This is an optimization exercise on Yosys and OpenROAD, whose aim is a short achievable clock period and few clock cycles per item, not a production implementation. The RTL was checked by simulation tests, not by an equivalence proof against the original design. Power figures rest on the tool's default switching activity, not on a simulated workload.

==> inputs of run a <==
## fcpu
module fcpu
#(
   parameter int QUEUE_DEPTH = 5
) (
   input  logic                   clk,
   input  logic                   arst_n,
   input  logic [RSV_ID_W-1:0]    rsv_id,
   input  logic                   valid,
   input  logic [1:0]             opcode,
   input  logic [DATA_W-1:0]      address,
   input  logic [DATA_W-1:0]      data,
   output logic                   ready,
   output logic [RSV_ID_W-1:0]    cdb_rsv_id,
   output logic [DATA_W-1:0]      cdb_data,
   output logic                   cdb_fault,
   output logic                   cdb_valid,
   input  logic                   cdb_ready,
   input  logic                   cfg_we,
   input  logic [1:0]             cfg_addr,
   input  logic [DATA_W-1:0]      cfg_wdata,
   output logic [DATA_W-1:0]      cfg_rdata,
   output logic [GMEM_ADDR_W-1:0] araddr,
   output logic                   arvalid,
   input  logic                   arready,
   input  logic [DATA_W-1:0]      rdata,
   input  logic [1:0]             rresp,
   input  logic                   rvalid,
   output logic                   rready,
   output logic [GMEM_ADDR_W-1:0] awaddr,
   output logic                   awvalid,
   input  logic                   awready,
   output logic [DATA_W-1:0]      wdata,
   output logic [DATA_W/8-1:0]    wstrb,
   output logic                   wvalid,
   input  logic                   wready,
  ...
Settings: LEC_CHECK=0, ABC_CLOCK_PERIOD_IN_PS=2400, CAP_MARGIN=20, CORE_MARGIN=2, CORE_UTILIZATION=65, SETUP_SLACK_MARGIN=2.6, SLEW_MARGIN=20, TNS_END_PERCENT=100; clock period 5.0 ns.
standard.sh (not shown) runs the stock make flow with config.mk's settings and CLKGATE_MAP_FILE= SYNTH_SCRIPT=/design/flow/synth_recipe.tcl, a recipe that flattens the netlist after the stock synthesis.
==> flow/flow/run.sh <==
#!/bin/bash
# The standard layout (standard.sh), with two changes to how it is made:
#  - the I/O pins that share a combinational path (or a driver) are kept together on the edge;
#  - after the standard synthesis, the cfg_rdata read mux is rebuilt as two NAND levels
#    (flow/cfg_mux.tcl), since the synthesized one puts a decoder and its fanout
#    buffers between cfg_addr and cfg_rdata, and the bus valids (arvalid, awvalid, wvalid) as
#    NAND gates on the response valids. Registers are not touched.
# Each tool's output goes to a log file of its own in this folder.
set -euo pipefail
here=$(pwd)
export PRE_IO_PLACEMENT_TCL="$here/flow/io_groups.tcl"
bash standard.sh synth > "$here/synth.log" 2>&1
RESULTS_DIR="$here/orfs/results/$FLOW_PLATFORM/fcpu/base" \
  openroad -exit -no_init "$here/flow/cfg_mux.tcl" > "$here/cfg_mux.log" 2>&1
bash standard.sh > "$here/standard_flow.log" 2>&1
==> flow/flow/cfg_mux.tcl <==
# Two hand-built cones on the paths from input to output ports.
# 1. Rebuild the cfg_rdata read mux as two NAND levels (bits 1-31) or two levels of inverting
# 2:1 muxes (bit 0, which also reads CTRL), so that each address bit passes through two gates
# before the output's own.
# The logic synthesis made for cfg_rdata is left without loads and removed.
read_db $::env(RESULTS_DIR)/1_synth.odb
set db [ord::get_db]
set block [ord::get_db_block]
# Register nets keep Yosys's escaped names (cfg_inst.seg_base\[3\]); ports do not
proc net_of {name} {
  set n [$::block findNet $name]
  if {$n eq "NULL" || $n eq ""} {
    set n [$::block findNet [string map {[ \\[ ] \\]} $name]]
  }
  if {$n eq "NULL" || $n eq ""} { error "no net $name" }
  return $n
}
proc master {name} {
  set m [$::db findMaster $name]
  if {$m eq "NULL" || $m eq ""} { error "no master $name" }
  return $m
}
proc add_inst {mname iname conns} {
  set inst [odb::dbInst_create $::block [master $mname] $iname]
  foreach {pin net} $conns {
    [$inst findITerm $pin] connect $net
  }
  return $inst
}
set a0p [net_of {cfg_addr[0]}]
set a1p [net_of {cfg_addr[1]}]
# One strong buffer per address bit drives all of that bit's selects
set a0 [odb::dbNet_create $block "cfg_rd_a0"]
set a1 [odb::dbNet_create $block "cfg_rd_a1"]
add_inst sky130_fd_sc_hd__buf_16 "cfg_rd_ba0" [list A $a0p X $a0]
add_inst sky130_fd_sc_hd__buf_16 "cfg_rd_ba1" [list A $a1p X $a1]
# and one inverter per address bit its complemented selects
set na0 [odb::dbNet_create $block "cfg_rd_na0"]
set na1 [odb::dbNet_create $block "cfg_rd_na1"]
add_inst sky130_fd_sc_hd__inv_8 "cfg_rd_ia0" [list A $a0p Y $na0]
add_inst sky130_fd_sc_hd__inv_8 "cfg_rd_ia1" [list A $a1p Y $na1]
for {set i 0} {$i < 32} {incr i} {
  set out [net_of "cfg_rdata\[$i\]"]
  foreach it [$out getITerms] {
    if {[$it isOutputSignal]} { $it disconnect }
  }
  set B [net_of "cfg_inst.seg_base\[$i\]"]
  set L [net_of "cfg_inst.seg_limit\[$i\]"]
  set F [net_of "cfg_inst.fault_cnt\[$i\]"]
  if {$i > 0} {
    # cfg_rdata = !(t1 & t2 & t3): t3 = !(a1 & a0 & FAULTS), t2 = !(a1 & !a0 & LIMIT),
    # t1 = !(!a1 & a0 & BASE); CTRL reads 0 above bit 0
    set t1 [odb::dbNet_create $block "cfg_rd_t1_$i"]
    set t2 [odb::dbNet_create $block "cfg_rd_t2_$i"]
    set t3 [odb::dbNet_create $block "cfg_rd_t3_$i"]
    add_inst sky130_fd_sc_hd__nand3_1 "cfg_rd_g3_$i" [list A $a1 B $a0 C $F Y $t3]
    add_inst sky130_fd_sc_hd__nand3_1 "cfg_rd_g2_$i" [list A $na0 B $a1 C $L Y $t2]
    add_inst sky130_fd_sc_hd__nand3_1 "cfg_rd_g1_$i" [list A $na1 B $a0 C $B Y $t1]
    add_inst sky130_fd_sc_hd__nand3_2 "cfg_rd_go_$i" [list A $t1 B $t2 C $t3 Y $out]
    continue
  }
  set hi [odb::dbNet_create $block "cfg_rd_hi_$i"]
  set lo [odb::dbNet_create $block "cfg_rd_lo_$i"]
  # Even bits select with cfg_addr[0] first, odd bits with cfg_addr[1] first, so that the
  # two address bits carry about the same load
  if {$i % 2 == 0} {
    # hi = !(a0 ? FAULTS : LIMIT), lo = !(a0 ? BASE : CTRL), out = !(a1 ? hi : lo)
    set s1 $a0
    set s2 $a1
    set hA0 $L
    set hA1 $F
    set lA1 $B
  } else {
    # hi = !(a1 ? FAULTS : BASE), lo = !(a1 ? LIMIT : CTRL), out = !(a0 ? hi : lo)
    set s1 $a1
    set s2 $a0
    set hA0 $B
    set hA1 $F
    set lA1 $L
  }
  add_inst sky130_fd_sc_hd__mux2i_1 "cfg_rd_mhi_$i" [list A0 $hA0 A1 $hA1 S $s1 Y $hi]
  if {$i == 0} {
    add_inst sky130_fd_sc_hd__mux2i_1 "cfg_rd_mlo_$i" [list A0 [net_of "cfg_inst.xlat_en"] A1 $lA1 S $s1 Y $lo]
  } else {
    add_inst sky130_fd_sc_hd__nand2_1 "cfg_rd_mlo_$i" [list A $s1 B $lA1 Y $lo]
  }
  add_inst sky130_fd_sc_hd__mux2i_1 "cfg_rd_mout_$i" [list A0 $lo A1 $hi S $s2 Y $out]
}
# The bus valids, valid = idle | (r & rvalid) | (b & bvalid) from three registers each,
# as one NAND level on the response valids:  !(!idle & !(r & rvalid) & !(b & bvalid))
set rv [net_of rvalid]
set bv [net_of bvalid]
# aw_r/w_r and aw_b/w_b hold the same function, and synthesis keeps one net of each pair
proc net_of_any {names} {
  foreach n $names {
    if {![catch {net_of $n} net]} { return $net }
  }
  error "no net of $names"
}
foreach {port fi fr fb} {
  arvalid mmu_inst.ar_i {mmu_inst.ar_r} {mmu_inst.ar_b}
  awvalid mmu_inst.aw_i {mmu_inst.aw_r mmu_inst.w_r} {mmu_inst.aw_b mmu_inst.w_b}
  wvalid  mmu_inst.w_i  {mmu_inst.w_r mmu_inst.aw_r} {mmu_inst.w_b mmu_inst.aw_b}
} {
  set out [net_of $port]
  foreach it [$out getITerms] {
    if {[$it isOutputSignal]} { $it disconnect }
  }
  set vr [odb::dbNet_create $block "${port}_nr"]
  set vb [odb::dbNet_create $block "${port}_nb"]
  add_inst sky130_fd_sc_hd__nand2_1 "${port}_gr" [list A [net_of_any $fr] B $rv Y $vr]
  add_inst sky130_fd_sc_hd__nand2_1 "${port}_gb" [list A [net_of_any $fb] B $bv Y $vb]
  add_inst sky130_fd_sc_hd__nand3b_2 "${port}_go" [list A_N [net_of $fi] B $vr C $vb Y $out]
}
# Remove combinational cells whose outputs reach nothing, until none is left
proc is_seq {m} {
  set n [$m getName]
  return [regexp {__(df|edf|sdf|dl|sdl|einv|conb)} $n]
}
set removed 0
while 1 {
  set dead {}
  foreach inst [$block getInsts] {
    set m [$inst getMaster]
    if {[is_seq $m]} { continue }
    set outs 0
    set used 0
    foreach it [$inst getITerms] {
      if {![$it isOutputSignal]} { continue }
      incr outs
      set n [$it getNet]
      if {$n eq "NULL" || $n eq ""} { continue }
      if {[llength [$n getBTerms]] > 0} { incr used; continue }
      foreach o [$n getITerms] {
        if {![$o isOutputSignal]} { incr used; break }
      }
    }
    if {$outs > 0 && $used == 0} { lappend dead $inst }
  }
  if {[llength $dead] == 0} { break }
  foreach inst $dead {
    set nets {}
    foreach it [$inst getITerms] {
      set n [$it getNet]
      if {$n ne "NULL" && $n ne "" && [$it isOutputSignal]} { lappend nets $n }
    }
    odb::dbInst_destroy $inst
    foreach n $nets {
      if {[llength [$n getITerms]] == 0 && [llength [$n getBTerms]] == 0} { odb::dbNet_destroy $n }
    }
    incr removed
  }
}
puts "cfg_mux: removed $removed cells"
write_db $::env(RESULTS_DIR)/1_synth.odb
Other scripts of this flow, unchanged in this note and not shown: flow/flow/io_groups.tcl
==> inputs of run b, as changes to run a <==
--- a/flow/flow/run.sh
+++ b/flow/flow/run.sh
@@ -1,10 +1,10 @@
 #!/bin/bash
 # The standard layout (standard.sh), with two changes to how it is made:
 #  - the I/O pins that share a combinational path (or a driver) are kept together on the edge;
-#  - after the standard synthesis, the cfg_rdata read mux is rebuilt as two NAND levels
-#    (flow/cfg_mux.tcl), since the synthesized one puts a decoder and its fanout
+#  - after the standard synthesis, the cfg_rdata read mux is rebuilt as two levels of 2:1
+#    muxes (flow/cfg_mux.tcl), since the synthesized one puts a decoder and its fanout
 #    buffers between cfg_addr and cfg_rdata, and the bus valids (arvalid, awvalid, wvalid) as
 #    NAND gates on the response valids. Registers are not touched.
 # Each tool's output goes to a log file of its own in this folder.
 set -euo pipefail
 here=$(pwd)
--- a/flow/flow/cfg_mux.tcl
+++ b/flow/flow/cfg_mux.tcl
@@ -1,9 +1,9 @@
 # Two hand-built cones on the paths from input to output ports.
-# 1. Rebuild the cfg_rdata read mux as two NAND levels (bits 1-31) or two levels of inverting
-# 2:1 muxes (bit 0, which also reads CTRL), so that each address bit passes through two gates
-# before the output's own.
+# 1. Rebuild the cfg_rdata read mux as two levels of inverting 2:1 muxes (mux2i), so that each
+# address bit passes through one or two gates before the output's own. The low half of the
+# first level is a nand2 above bit 0, where CTRL reads 0.
 # The logic synthesis made for cfg_rdata is left without loads and removed.
 read_db $::env(RESULTS_DIR)/1_synth.odb
 set db [ord::get_db]
 set block [ord::get_db_block]
 # Register nets keep Yosys's escaped names (cfg_inst.seg_base\[3\]); ports do not
@@ -32,35 +32,18 @@
 # One strong buffer per address bit drives all of that bit's selects
 set a0 [odb::dbNet_create $block "cfg_rd_a0"]
 set a1 [odb::dbNet_create $block "cfg_rd_a1"]
 add_inst sky130_fd_sc_hd__buf_16 "cfg_rd_ba0" [list A $a0p X $a0]
 add_inst sky130_fd_sc_hd__buf_16 "cfg_rd_ba1" [list A $a1p X $a1]
-# and one inverter per address bit its complemented selects
-set na0 [odb::dbNet_create $block "cfg_rd_na0"]
-set na1 [odb::dbNet_create $block "cfg_rd_na1"]
-add_inst sky130_fd_sc_hd__inv_8 "cfg_rd_ia0" [list A $a0p Y $na0]
-add_inst sky130_fd_sc_hd__inv_8 "cfg_rd_ia1" [list A $a1p Y $na1]
 for {set i 0} {$i < 32} {incr i} {
   set out [net_of "cfg_rdata\[$i\]"]
   foreach it [$out getITerms] {
     if {[$it isOutputSignal]} { $it disconnect }
   }
   set B [net_of "cfg_inst.seg_base\[$i\]"]
   set L [net_of "cfg_inst.seg_limit\[$i\]"]
   set F [net_of "cfg_inst.fault_cnt\[$i\]"]
-  if {$i > 0} {
-    # cfg_rdata = !(t1 & t2 & t3): t3 = !(a1 & a0 & FAULTS), t2 = !(a1 & !a0 & LIMIT),
-    # t1 = !(!a1 & a0 & BASE); CTRL reads 0 above bit 0
-    set t1 [odb::dbNet_create $block "cfg_rd_t1_$i"]
-    set t2 [odb::dbNet_create $block "cfg_rd_t2_$i"]
-    set t3 [odb::dbNet_create $block "cfg_rd_t3_$i"]
-    add_inst sky130_fd_sc_hd__nand3_1 "cfg_rd_g3_$i" [list A $a1 B $a0 C $F Y $t3]
-    add_inst sky130_fd_sc_hd__nand3_1 "cfg_rd_g2_$i" [list A $na0 B $a1 C $L Y $t2]
-    add_inst sky130_fd_sc_hd__nand3_1 "cfg_rd_g1_$i" [list A $na1 B $a0 C $B Y $t1]
-    add_inst sky130_fd_sc_hd__nand3_2 "cfg_rd_go_$i" [list A $t1 B $t2 C $t3 Y $out]
-    continue
-  }
   set hi [odb::dbNet_create $block "cfg_rd_hi_$i"]
   set lo [odb::dbNet_create $block "cfg_rd_lo_$i"]
   # Even bits select with cfg_addr[0] first, odd bits with cfg_addr[1] first, so that the
   # two address bits carry about the same load
   if {$i % 2 == 0} {
==> inputs of run c, as changes to run a <==
--- a/flow/flow/run.sh
+++ b/flow/flow/run.sh
@@ -1,10 +1,10 @@
 #!/bin/bash
 # The standard layout (standard.sh), with two changes to how it is made:
 #  - the I/O pins that share a combinational path (or a driver) are kept together on the edge;
-#  - after the standard synthesis, the cfg_rdata read mux is rebuilt as two NAND levels
-#    (flow/cfg_mux.tcl), since the synthesized one puts a decoder and its fanout
+#  - after the standard synthesis, the cfg_rdata read mux is rebuilt as two levels of 2:1
+#    muxes (flow/cfg_mux.tcl), since the synthesized one puts a decoder and its fanout
 #    buffers between cfg_addr and cfg_rdata, and the bus valids (arvalid, awvalid, wvalid) as
 #    NAND gates on the response valids. Registers are not touched.
 # Each tool's output goes to a log file of its own in this folder.
 set -euo pipefail
 here=$(pwd)
--- a/flow/flow/cfg_mux.tcl
+++ b/flow/flow/cfg_mux.tcl
@@ -1,9 +1,9 @@
 # Two hand-built cones on the paths from input to output ports.
-# 1. Rebuild the cfg_rdata read mux as two NAND levels (bits 1-31) or two levels of inverting
-# 2:1 muxes (bit 0, which also reads CTRL), so that each address bit passes through two gates
-# before the output's own.
+# 1. Rebuild the cfg_rdata read mux as two levels of inverting 2:1 muxes (mux2i), so that each
+# address bit passes through one or two gates before the output's own. The low half of the
+# first level is a nand2 above bit 0, where CTRL reads 0.
 # The logic synthesis made for cfg_rdata is left without loads and removed.
 read_db $::env(RESULTS_DIR)/1_synth.odb
 set db [ord::get_db]
 set block [ord::get_db_block]
 # Register nets keep Yosys's escaped names (cfg_inst.seg_base\[3\]); ports do not
@@ -32,35 +32,18 @@
 # One strong buffer per address bit drives all of that bit's selects
 set a0 [odb::dbNet_create $block "cfg_rd_a0"]
 set a1 [odb::dbNet_create $block "cfg_rd_a1"]
 add_inst sky130_fd_sc_hd__buf_16 "cfg_rd_ba0" [list A $a0p X $a0]
 add_inst sky130_fd_sc_hd__buf_16 "cfg_rd_ba1" [list A $a1p X $a1]
-# and one inverter per address bit its complemented selects
-set na0 [odb::dbNet_create $block "cfg_rd_na0"]
-set na1 [odb::dbNet_create $block "cfg_rd_na1"]
-add_inst sky130_fd_sc_hd__inv_8 "cfg_rd_ia0" [list A $a0p Y $na0]
-add_inst sky130_fd_sc_hd__inv_8 "cfg_rd_ia1" [list A $a1p Y $na1]
 for {set i 0} {$i < 32} {incr i} {
   set out [net_of "cfg_rdata\[$i\]"]
   foreach it [$out getITerms] {
     if {[$it isOutputSignal]} { $it disconnect }
   }
   set B [net_of "cfg_inst.seg_base\[$i\]"]
   set L [net_of "cfg_inst.seg_limit\[$i\]"]
   set F [net_of "cfg_inst.fault_cnt\[$i\]"]
-  if {$i > 0} {
-    # cfg_rdata = !(t1 & t2 & t3): t3 = !(a1 & a0 & FAULTS), t2 = !(a1 & !a0 & LIMIT),
-    # t1 = !(!a1 & a0 & BASE); CTRL reads 0 above bit 0
-    set t1 [odb::dbNet_create $block "cfg_rd_t1_$i"]
-    set t2 [odb::dbNet_create $block "cfg_rd_t2_$i"]
-    set t3 [odb::dbNet_create $block "cfg_rd_t3_$i"]
-    add_inst sky130_fd_sc_hd__nand3_1 "cfg_rd_g3_$i" [list A $a1 B $a0 C $F Y $t3]
-    add_inst sky130_fd_sc_hd__nand3_1 "cfg_rd_g2_$i" [list A $na0 B $a1 C $L Y $t2]
-    add_inst sky130_fd_sc_hd__nand3_1 "cfg_rd_g1_$i" [list A $na1 B $a0 C $B Y $t1]
-    add_inst sky130_fd_sc_hd__nand3_2 "cfg_rd_go_$i" [list A $t1 B $t2 C $t3 Y $out]
-    continue
-  }
   set hi [odb::dbNet_create $block "cfg_rd_hi_$i"]
   set lo [odb::dbNet_create $block "cfg_rd_lo_$i"]
   # Even bits select with cfg_addr[0] first, odd bits with cfg_addr[1] first, so that the
   # two address bits carry about the same load
   if {$i % 2 == 0} {
@@ -82,11 +65,11 @@
   if {$i == 0} {
     add_inst sky130_fd_sc_hd__mux2i_1 "cfg_rd_mlo_$i" [list A0 [net_of "cfg_inst.xlat_en"] A1 $lA1 S $s1 Y $lo]
   } else {
     add_inst sky130_fd_sc_hd__nand2_1 "cfg_rd_mlo_$i" [list A $s1 B $lA1 Y $lo]
   }
-  add_inst sky130_fd_sc_hd__mux2i_1 "cfg_rd_mout_$i" [list A0 $lo A1 $hi S $s2 Y $out]
+  add_inst sky130_fd_sc_hd__mux2i_2 "cfg_rd_mout_$i" [list A0 $lo A1 $hi S $s2 Y $out]
 }
 # The bus valids, valid = idle | (r & rvalid) | (b & bvalid) from three registers each,
 # as one NAND level on the response valids:  !(!idle & !(r & rvalid) & !(b & bvalid))
 set rv [net_of rvalid]
 set bv [net_of bvalid]
==> inputs of run d, as changes to run a <==
--- a/flow/design.v
+++ b/flow/design.v
@@ -362,11 +362,10 @@
    logic [BQ_W-1:0]        qf_head;
    logic [BQ_W-1:0]        h_n;
    logic                   qf_pop;
    logic                   qf_keep;
    logic [QF_CW-1:0]       qf_cnt_n;
-   logic                   qf_ne_n;
    logic                   hv_n;
    logic                   h_load_n;
    logic                   f_wait_n;
    logic                   f_load_n;
    logic                   aw_done_n;
@@ -387,13 +386,15 @@
       qf_head   = qf[qf_rp];
       h_n       = h_take ? (qf_ne ? qf_head : new_op) : h_q;
       hv_n      = h_take ? (qf_ne || bq_push) : 1'b1;
       qf_pop    = h_take && qf_ne;
       qf_keep   = bq_push && !(h_take && !qf_ne);
-      qf_cnt_n  = h_take ? ((qf_ne && !bq_push) ? qf_cnt - 1'b1 : qf_cnt)
-                         : (bq_push ? qf_cnt + 1'b1 : qf_cnt);
-      qf_ne_n   = h_take ? (qf_ne && (qf_cnt > QF_CW'(1) || bq_push)) : (qf_ne || bq_push);
+      case ({qf_keep, qf_pop})
+         2'b10:   qf_cnt_n = qf_cnt + 1'b1;
+         2'b01:   qf_cnt_n = qf_cnt - 1'b1;
+         default: qf_cnt_n = qf_cnt;
+      endcase
       h_load_n  = h_n[BQ_W - (GMEM_ADDR_W - 2) - 1];
       f_wait_n  = h_done || (f_wait && !resp_now);
       f_load_n  = h_done ? h_load : fw_ld;
       aw_done_n = !h_done && (aw_done || (awvalid && awready));
       w_done_n  = !h_done && (w_done || (wvalid && wready));
@@ -415,27 +416,15 @@
    logic                   hd_bus;
    assign hd_bus  = |(rob_bus & head_oh);
    assign rf_push = resp_now && !(bypass && c_free);
    assign rf_pop  = rob_pop && !bypass && hd_bus;
    logic [ROB_W-1:0]       head_p1;
-   logic [ROB_CW-1:0]      rob_c0;
-   logic [BQ_CW-1:0]       bq_c0;
-   logic                   rob_le2_n;
-   logic                   rob_le1_n;
-   logic                   bq_le2_n;
-   logic                   bq_le1_n;
    logic                   f_head_n;
    always_comb begin
       rob_cnt_n  = rob_pop ? (adv ? rob_cnt : rob_cnt - 1'b1)
                            : (adv ? rob_cnt + 1'b1 : rob_cnt);
       r0_v_n     = accept;
-      rob_c0     = rob_cnt + ROB_CW'(adv);
-      bq_c0      = bq_cnt + BQ_CW'(bq_push);
-      rob_le2_n  = rob_pop ? (rob_c0 <= ROB_CW'(ROB_DEPTH - 1)) : (rob_c0 <= ROB_CW'(ROB_DEPTH - 2));
-      rob_le1_n  = rob_pop ? 1'b1                               : (rob_c0 <= ROB_CW'(ROB_DEPTH - 1));
-      bq_le2_n   = h_done  ? (bq_c0 <= BQ_CW'(BQ_D - 1))        : (bq_c0 <= BQ_CW'(BQ_D - 2));
-      bq_le1_n   = h_done  ? 1'b1                               : (bq_c0 <= BQ_CW'(BQ_D - 1));
       rf_full_n  = !rf_pop && (rf_full || (rf_push && rf_cnt == RF_CW'(RES_DEPTH - 1)));
       head_p1    = rob_head + 1'b1;
       if (h_done) begin
          f_head_n = rob_pop ? (h_idx == head_p1) : (h_idx == rob_head);
       end else begin
@@ -477,17 +466,18 @@
          w_i      <= 1'b0;
          w_r      <= 1'b0;
          w_b      <= 1'b0;
          c_v      <= 1'b0;
       end else begin
-         ready_q  <= accept ? (rob_le2_n && bq_le2_n) : (rob_le1_n && bq_le1_n);
+         ready_q  <= accept ? (rob_cnt_n <= ROB_CW'(ROB_DEPTH - 2) && bq_cnt_n <= BQ_CW'(BQ_D - 2))
+                            : (rob_cnt_n <= ROB_CW'(ROB_DEPTH - 1) && bq_cnt_n <= BQ_CW'(BQ_D - 1));
          f_head   <= f_head_n;
          r0_v     <= r0_v_n;
          bq_cnt   <= bq_cnt_n;
          hv       <= hv_n;
          qf_cnt   <= qf_cnt_n;
-         qf_ne    <= qf_ne_n;
+         qf_ne    <= (qf_cnt_n != '0);
          if (qf_keep) begin
             qf_wp <= (qf_wp == QF_W'(QF_D - 1)) ? '0 : qf_wp + 1'b1;
          end
          if (qf_pop) begin
             qf_rp <= (qf_rp == QF_W'(QF_D - 1)) ? '0 : qf_rp + 1'b1;
--- a/flow/flow/run.sh
+++ b/flow/flow/run.sh
@@ -1,10 +1,10 @@
 #!/bin/bash
 # The standard layout (standard.sh), with two changes to how it is made:
 #  - the I/O pins that share a combinational path (or a driver) are kept together on the edge;
-#  - after the standard synthesis, the cfg_rdata read mux is rebuilt as two NAND levels
-#    (flow/cfg_mux.tcl), since the synthesized one puts a decoder and its fanout
+#  - after the standard synthesis, the cfg_rdata read mux is rebuilt as two levels of 2:1
+#    muxes (flow/cfg_mux.tcl), since the synthesized one puts a decoder and its fanout
 #    buffers between cfg_addr and cfg_rdata, and the bus valids (arvalid, awvalid, wvalid) as
 #    NAND gates on the response valids. Registers are not touched.
 # Each tool's output goes to a log file of its own in this folder.
 set -euo pipefail
 here=$(pwd)
--- a/flow/flow/cfg_mux.tcl
+++ b/flow/flow/cfg_mux.tcl
@@ -1,9 +1,9 @@
 # Two hand-built cones on the paths from input to output ports.
-# 1. Rebuild the cfg_rdata read mux as two NAND levels (bits 1-31) or two levels of inverting
-# 2:1 muxes (bit 0, which also reads CTRL), so that each address bit passes through two gates
-# before the output's own.
+# 1. Rebuild the cfg_rdata read mux as two levels of inverting 2:1 muxes (mux2i), so that each
+# address bit passes through one or two gates before the output's own. The low half of the
+# first level is a nand2 above bit 0, where CTRL reads 0.
 # The logic synthesis made for cfg_rdata is left without loads and removed.
 read_db $::env(RESULTS_DIR)/1_synth.odb
 set db [ord::get_db]
 set block [ord::get_db_block]
 # Register nets keep Yosys's escaped names (cfg_inst.seg_base\[3\]); ports do not
@@ -25,42 +25,20 @@
   foreach {pin net} $conns {
     [$inst findITerm $pin] connect $net
   }
   return $inst
 }
-set a0p [net_of {cfg_addr[0]}]
-set a1p [net_of {cfg_addr[1]}]
-# One strong buffer per address bit drives all of that bit's selects
-set a0 [odb::dbNet_create $block "cfg_rd_a0"]
-set a1 [odb::dbNet_create $block "cfg_rd_a1"]
-add_inst sky130_fd_sc_hd__buf_16 "cfg_rd_ba0" [list A $a0p X $a0]
-add_inst sky130_fd_sc_hd__buf_16 "cfg_rd_ba1" [list A $a1p X $a1]
-# and one inverter per address bit its complemented selects
-set na0 [odb::dbNet_create $block "cfg_rd_na0"]
-set na1 [odb::dbNet_create $block "cfg_rd_na1"]
-add_inst sky130_fd_sc_hd__inv_8 "cfg_rd_ia0" [list A $a0p Y $na0]
-add_inst sky130_fd_sc_hd__inv_8 "cfg_rd_ia1" [list A $a1p Y $na1]
+set a0 [net_of {cfg_addr[0]}]
+set a1 [net_of {cfg_addr[1]}]
 for {set i 0} {$i < 32} {incr i} {
   set out [net_of "cfg_rdata\[$i\]"]
   foreach it [$out getITerms] {
     if {[$it isOutputSignal]} { $it disconnect }
   }
   set B [net_of "cfg_inst.seg_base\[$i\]"]
   set L [net_of "cfg_inst.seg_limit\[$i\]"]
   set F [net_of "cfg_inst.fault_cnt\[$i\]"]
-  if {$i > 0} {
-    # cfg_rdata = !(t1 & t2 & t3): t3 = !(a1 & a0 & FAULTS), t2 = !(a1 & !a0 & LIMIT),
-    # t1 = !(!a1 & a0 & BASE); CTRL reads 0 above bit 0
-    set t1 [odb::dbNet_create $block "cfg_rd_t1_$i"]
-    set t2 [odb::dbNet_create $block "cfg_rd_t2_$i"]
-    set t3 [odb::dbNet_create $block "cfg_rd_t3_$i"]
-    add_inst sky130_fd_sc_hd__nand3_1 "cfg_rd_g3_$i" [list A $a1 B $a0 C $F Y $t3]
-    add_inst sky130_fd_sc_hd__nand3_1 "cfg_rd_g2_$i" [list A $na0 B $a1 C $L Y $t2]
-    add_inst sky130_fd_sc_hd__nand3_1 "cfg_rd_g1_$i" [list A $na1 B $a0 C $B Y $t1]
-    add_inst sky130_fd_sc_hd__nand3_2 "cfg_rd_go_$i" [list A $t1 B $t2 C $t3 Y $out]
-    continue
-  }
   set hi [odb::dbNet_create $block "cfg_rd_hi_$i"]
   set lo [odb::dbNet_create $block "cfg_rd_lo_$i"]
   # Even bits select with cfg_addr[0] first, odd bits with cfg_addr[1] first, so that the
   # two address bits carry about the same load
   if {$i % 2 == 0} {
==> metrics.csv <==
stage,metric,value,unit
status,outcome,timing/DRC/antenna clean,
cells_and_area,inverters,92,
cells_and_area,drive_above_1_share,0.240,
timing,fin_skew,0.0274,ns
power,switchingPower,0.00633,W
timing,max-slew-margin-rel,0.264,
clock_network,path_clk_slew,0.06,ns
timing,holdWs,0.439,ns
power,pg_clk,0.00646,W
timing,min_period,2.83,ns
power,max-vdd-ir-drop,343,µV
The numbers above come from run d.

==> metrics.csv <==
stage,metric,value,unit
status,outcome,timing/DRC/antenna clean,
power,switchingPower,0.00773,W
floorplanning,die_h,238,µm
clock_network,clk_path_buf_depth,3,
floorplanning,top_level_ports,326,
power,combinationalPowerShare,0.304,
timing,fin_skew,0.0255,ns
cells_and_area,inverters,81,
worst_setup_path,cp_max_fo,8,
power,pg_clk,0.00641,W
timing,min_period,2.75,ns
timing,holdWs,0.402,ns
timing,hold_viol_final,0,
routing,finalWirelength,90500,µm
logic_synthesis,syn_avg_cell_area,14.4,µm²
clock_network,path_clk_slew,0.05,ns
power,max-vdd-ir-drop,360,µV
The numbers above come from run b.

==> metrics.csv <==
stage,metric,value,unit
status,outcome,timing/DRC/antenna clean,
timing,tns,0,ns
timing,max-slew-margin-rel,0.290,
floorplanning,fp.coreArea,54000,µm²
timing,min_period,2.70,ns
timing,fin_skew,0.0293,ns
power,max-vdd-ir-drop,493,µV
cells_and_area,fin_cells,3676,
power,pg_clk,0.00635,W
cells_and_area,inverters,87,
power,switchingPower,0.00813,W
clock_network,path_clk_slew,0.06,ns
cells_and_area,nets,3144,
timing,holdWs,0.429,ns
floorplanning,initial_utilization,0.660,
The numbers above come from run a.

==> metrics.csv <==
stage,metric,value,unit
timing,min_period,2.85,ns
routing,drt-met1-wl,34600,µm
timing,drv_slew,0,
cells_and_area,inverters,82,
timing,holdWs,0.420,ns
timing,fin_skew,0.0195,ns
status,outcome,timing/DRC/antenna clean,
clock_network,path_clk_slew,0.06,ns
timing,max-slew-margin-rel,0.334,
power,pg_clk,0.00605,W
The numbers above come from run c.

Testbench counts of run a, summed over its fixed seeds: cycles 3,925, items 2,400.
Testbench counts of run b, summed over its fixed seeds: cycles 3,925, items 2,400.
Testbench counts of run c, summed over its fixed seeds: cycles 3,925, items 2,400.
Testbench counts of run d, summed over its fixed seeds: cycles 3,925, items 2,400.

re-timing with driven ports:
How much do the figures lean on ideal ports? The routed layouts below were timed once more, with nothing changed but the port constraints.
Step 1 sets driving cells, clkbuf_16 on the clock port and buf_2 on the other inputs (assumed; they add their load-dependent delay and slew).
Step 2 adds t to the input delays and takes it off the output delays; t is the mean of the earliest and latest rising clock arrival at the registers after step 1. Input paths then give back, and output paths get back, about the clock's delay inside the block.
Three values: no drivers, after step 1, after step 2; two values: the first two.
run | t (ns) | setup slack, ns | clock arrival spread, ns
run a | 0.692 | 2.305 / 2.056 / 1.923 | 0.032 / 0.032
run b | 0.682 | 2.252 / 1.983 / 1.916 | 0.027 / 0.027
run c | 0.685 | 2.155 / 2.018 / 1.832 | 0.022 / 0.022
run d | 0.682 | 2.167 / 1.949 / 1.554 | 0.028 / 0.028
After both steps every run listed still meets setup and hold. For run d, which loses most, drivers alone change the setup slack by -0.218 ns; drivers and shift together by -0.613 ns.
